What follows belongs to an exercise in optimizing a design on an open flow for a short achievable clock period and few clock cycles; a production flow would make more cautious choices.
Only simulation tests tie the RTL to the original design; equivalence was not proved.
Power and IR drop assume default switching activity.

// processor
module processor (
    input  logic               clock,
    input  logic               rst_n,
    output proc_pkg::word_t    address_imem,
    input  proc_pkg::word_t    q_imem,
    output proc_pkg::word_t    address_dmem,
    output proc_pkg::word_t    data,
    output logic               wren,
    input  proc_pkg::word_t    q_dmem,
    output logic               ctrl_write_enable,
    output proc_pkg::reg_idx_t ctrl_write_reg,
    output proc_pkg::reg_idx_t ctrl_read_reg_a,
    output proc_pkg::reg_idx_t ctrl_read_reg_b,
    output proc_pkg::word_t    data_write_reg,
    input  proc_pkg::word_t    data_read_reg_a,
    input  proc_pkg::word_t    data_read_reg_b
);
Size: ~6600 cells after synthesis, ~1400 flip-flops, ~280 I/O pins, roughly 0.074 mm2 of cells after synthesis.
export LEC_CHECK = 0
export ABC_CLOCK_PERIOD_IN_PS = 3000
export CAP_MARGIN = 20
export CORE_MARGIN = 2
export CORE_UTILIZATION = 40
export SLEW_MARGIN = 20
create_clock -name core_clock -period 9.5 [get_ports {clock}]
standard.sh (not shown) runs the stock make flow with config.mk's settings and CLKGATE_MAP_FILE= SYNTH_SCRIPT=/design/flow/synth_recipe.tcl, a recipe that flattens the netlist after the stock synthesis.
==> flow/flow/run.sh <==
#!/bin/bash
set -euo pipefail
bash standard.sh SETUP_SLACK_MARGIN=6 finish > make_finish.log 2>&1
Testbench counts at the start, summed over its fixed seeds: cycles 31,711.
Then changed:
--- a/flow/design.v
+++ b/flow/design.v
@@ -251,32 +251,22 @@
     function automatic logic [31:0] dbyp(input logic [4:0] idx, input logic [31:0] rf);
         if (m_wr && (m_dest == idx)) begin
             dbyp = m_val;
         end else begin
             dbyp = rf;
         end
     endfunction
     logic [31:0] d_va, d_vb;
     logic        d_sela, d_selb;
     assign d_va   = dbyp(d_rs, data_read_reg_a);
-    logic       d_ahit;
-    logic [4:0] rs_next;
-    always_comb begin
-        if (dpop) begin
-            rs_next = qv[1] ? q_ir[1][21:17] : q_imem[21:17];
-        end else begin
-            rs_next = qv[0] ? q_ir[0][21:17] : q_imem[21:17];
-        end
-    end
-    always_ff @(posedge clock) begin
-        d_ahit <= rst_n && x_valid && x_wr && (x_dest == rs_next);
-    end
+    logic d_ahit;
+    assign d_ahit = m_wr && (m_dest == d_rs);
     assign d_vb   = dbyp(d_rb, data_read_reg_b);
     assign d_sela = x_valid && x_wr && !x_isld && (x_dest == d_rs);
     assign d_selb = x_valid && x_wr && !x_isld && (x_dest == d_rb);
     logic [31:0] x_a, x_b, x_o2, x_pc1, x_pnpc, x_tgt;
     logic        x_sela, x_selb, x_selo2;
     logic [4:0]  x_sh;
     logic        x_add, x_sub, x_and, x_or, x_sll, x_sra, x_link;
     logic        x_bne, x_blt, x_j, x_jr, x_ret;
     logic [9:0]  x_pclo;
     logic [31:0] x_addr, x_sd;
@@ -284,22 +274,21 @@
     always_ff @(posedge clock) begin
         if (!rst_n) begin
             x_valid <= 1'b0;
             x_wren  <= 1'b0;
         end else begin
             x_valid <= pop;
             x_wren  <= pop && d_sw;
         end
     end
     always_ff @(posedge clock) begin
-        x_addr <= !d_ahit ? (data_read_reg_a + d_imm) :
-                  m_isld  ? (q_dmem + d_imm) : (xm_res + d_imm);
+        x_addr <= d_ahit ? (m_val + d_imm) : (data_read_reg_a + d_imm);
         x_sd   <= d_vb;
     end
     assign address_dmem = x_addr;
     assign data         = x_sd;
     assign wren         = x_wren;
     always_ff @(posedge clock) begin
         x_a     <= d_va;
         x_b     <= d_vb;
         x_o2    <= d_useimm ? d_imm : d_vb;
         x_sela  <= d_sela;
After rerunning: The changed run finished clean; worst setup slack is better by 86 ps; synthesized area went up by 1.2%; design area went down by 0.61%; combinational power went up by 45%; power goes up by 14%.
Testbench counts after the change, summed over its fixed seeds: cycles 31,711.

========
processor, a different RTL version from the one above (not shown whole).
For scale: roughly 1500 flip-flops, roughly 0.077 mm2 of cells after synthesis.
export LEC_CHECK = 0
export ABC_CLOCK_PERIOD_IN_PS = 3000
export CAP_MARGIN = 20
export CORE_MARGIN = 2
export CORE_UTILIZATION = 40
export SLEW_MARGIN = 20
create_clock -name core_clock -period 9.5 [get_ports {clock}]
Scripts as last shown in full above: flow/flow/run.sh
Testbench counts at the start, summed over its fixed seeds: cycles 31,711.
Edit:
--- a/flow/design.v
+++ b/flow/design.v
@@ -84,60 +84,59 @@
     logic [31:0] f2_pc1;
     logic        f2_bhit;
     logic        f2_bmatch;
     logic [BTB_N-1:0]       btb_v;
     logic [BTB_N-1:0][3:0]  btb_tag;
     logic [BTB_N-1:0][9:0]  btb_tgt;     
     logic [BTB_N-1:0][1:0]  btb_ctr;
     logic [BTB_N-1:0]       btb_ret;
     logic [4:0]  fidx;
     logic        bhit;
     logic        bmatch;                 
     logic [31:0] bp_tgt;
+    logic [31:0] pred_next;
     assign fpc1      = fpc + 32'd1;
     assign fidx      = fpc[4:0];
     assign bmatch    = btb_v[fidx] && (btb_tag[fidx] == fpc[8:5]);
     assign bhit      = bmatch && btb_ctr[fidx][1];
     assign bp_tgt    = btb_ret[fidx] ? ras : {fpc[31:10], btb_tgt[fidx]};
+    assign pred_next = bhit ? bp_tgt : fpc1;
     assign address_imem = fpc;
     logic [4:0]  q_op;
     logic        f2_isj;
     logic        f2_isret;
     logic        f2_isback;              
     logic [10:0] f2_blo;                 
     logic        f2_redirect;
     logic [31:0] f2_tgt;
     logic [2:0]  qv;                     
     logic        issue;
     assign q_op        = q_imem[31:27];
     assign f2_isj      = (q_op == 5'd1) || (q_op == 5'd3);
     assign f2_isret    = (q_op == 5'd4) && (q_imem[26:22] == 5'd31);
     assign f2_blo      = {1'b0, f2_pc1[9:0]} + {1'b0, q_imem[9:0]};
     assign f2_isback   = ((q_op == 5'd2) || (q_op == 5'd6)) &&
                          (q_imem[16:10] == 7'h7f) && f2_blo[10] && !f2_bmatch;
     assign f2_redirect = inf && ((!f2_bhit && (f2_isj || f2_isret)) || f2_isback);
     assign f2_tgt      = f2_isj ? {5'd0, q_imem[26:0]} :
                          f2_isback ? {f2_pc1[31:10], f2_blo[9:0]} : ras;
     assign issue = !(qv[2] || (qv[1] && inf));
-    logic [31:0] fpc_other_h, fpc_other_m, fpc_h, fpc_m;
-    assign fpc_other_h = f2_redirect ? f2_tgt : (issue ? bp_tgt : fpc);
-    assign fpc_other_m = f2_redirect ? f2_tgt : (issue ? fpc1 : fpc);
-    assign fpc_h = x_taken ? (red_t ? act_t : fpc_other_h) : (red_n ? act_n : fpc_other_h);
-    assign fpc_m = x_taken ? (red_t ? act_t : fpc_other_m) : (red_n ? act_n : fpc_other_m);
+    logic [31:0] fpc_other;
+    assign fpc_other = f2_redirect ? f2_tgt : (issue ? pred_next : fpc);
     always_ff @(posedge clock) begin
         if (!rst_n) begin
             fpc <= '0;
             inf <= 1'b0;
         end else begin
-            fpc <= bhit ? fpc_h : fpc_m;
+            fpc <= x_taken ? (red_t ? act_t : fpc_other) : (red_n ? act_n : fpc_other);
             inf <= issue && !x_redirect && !f2_redirect;
         end
     end
     always_ff @(posedge clock) begin
         if (issue) begin
             f2_pc   <= fpc;
             f2_pc1  <= fpc1;
             f2_bhit   <= bhit;
             f2_bmatch <= bmatch;
         end
     end
     always_ff @(posedge clock) begin
What happened: Design area is higher by 1.1%; cell count is higher by 1.2%; sequential share of layout area is lower by 0.36 points; worst setup slack improved by 0.37 ns; first-iteration DRC count is higher by 9.2%; combinational power is higher by 60%; critical path depth is lower by 1; hold slack improved by 0.019 ns.
Testbench counts after the change, summed over its fixed seeds: cycles 31,711.

-- separate check: timing with driven ports --
The results above use ideal ports. As a check the final layouts listed here were re-extracted and re-timed, cells and wires unchanged. Step 1 (the two cells are an assumption about what drives the block):
set clk [get_ports {clock}]
set_driving_cell -lib_cell sky130_fd_sc_hd__clkbuf_16 $clk
set_driving_cell -lib_cell sky130_fd_sc_hd__buf_2 [delete_from_list [all_inputs] $clk]
Step 2, shift: input delay + t, output delay - t, t = (earliest + latest rising clock arrival at the registers) / 2. This alone moves slack from input paths to output paths. Three values: ideal, step 1, step 2; two values: the first two.
run	t (ns)	slack for setup (ns)	worst hold slack (ns)
the first run of note 1	0.885	5.334 / 5.334 / 4.495	0.324 / 0.324 / 0.324
the second run of note 1	0.876	5.420 / 5.373 / 4.497	0.314 / 0.314 / 0.314
the first run of note 2	0.935	5.064 / 5.064 / 4.314	0.301 / 0.301 / 0.301
the second run of note 2	0.907	5.432 / 5.432 / 4.668	0.321 / 0.321 / 0.321
After both steps setup and hold are still met in every run listed. For the second run of note 1, which loses most, drivers alone change the setup slack by -0.047 ns; drivers and shift together by -0.923 ns.
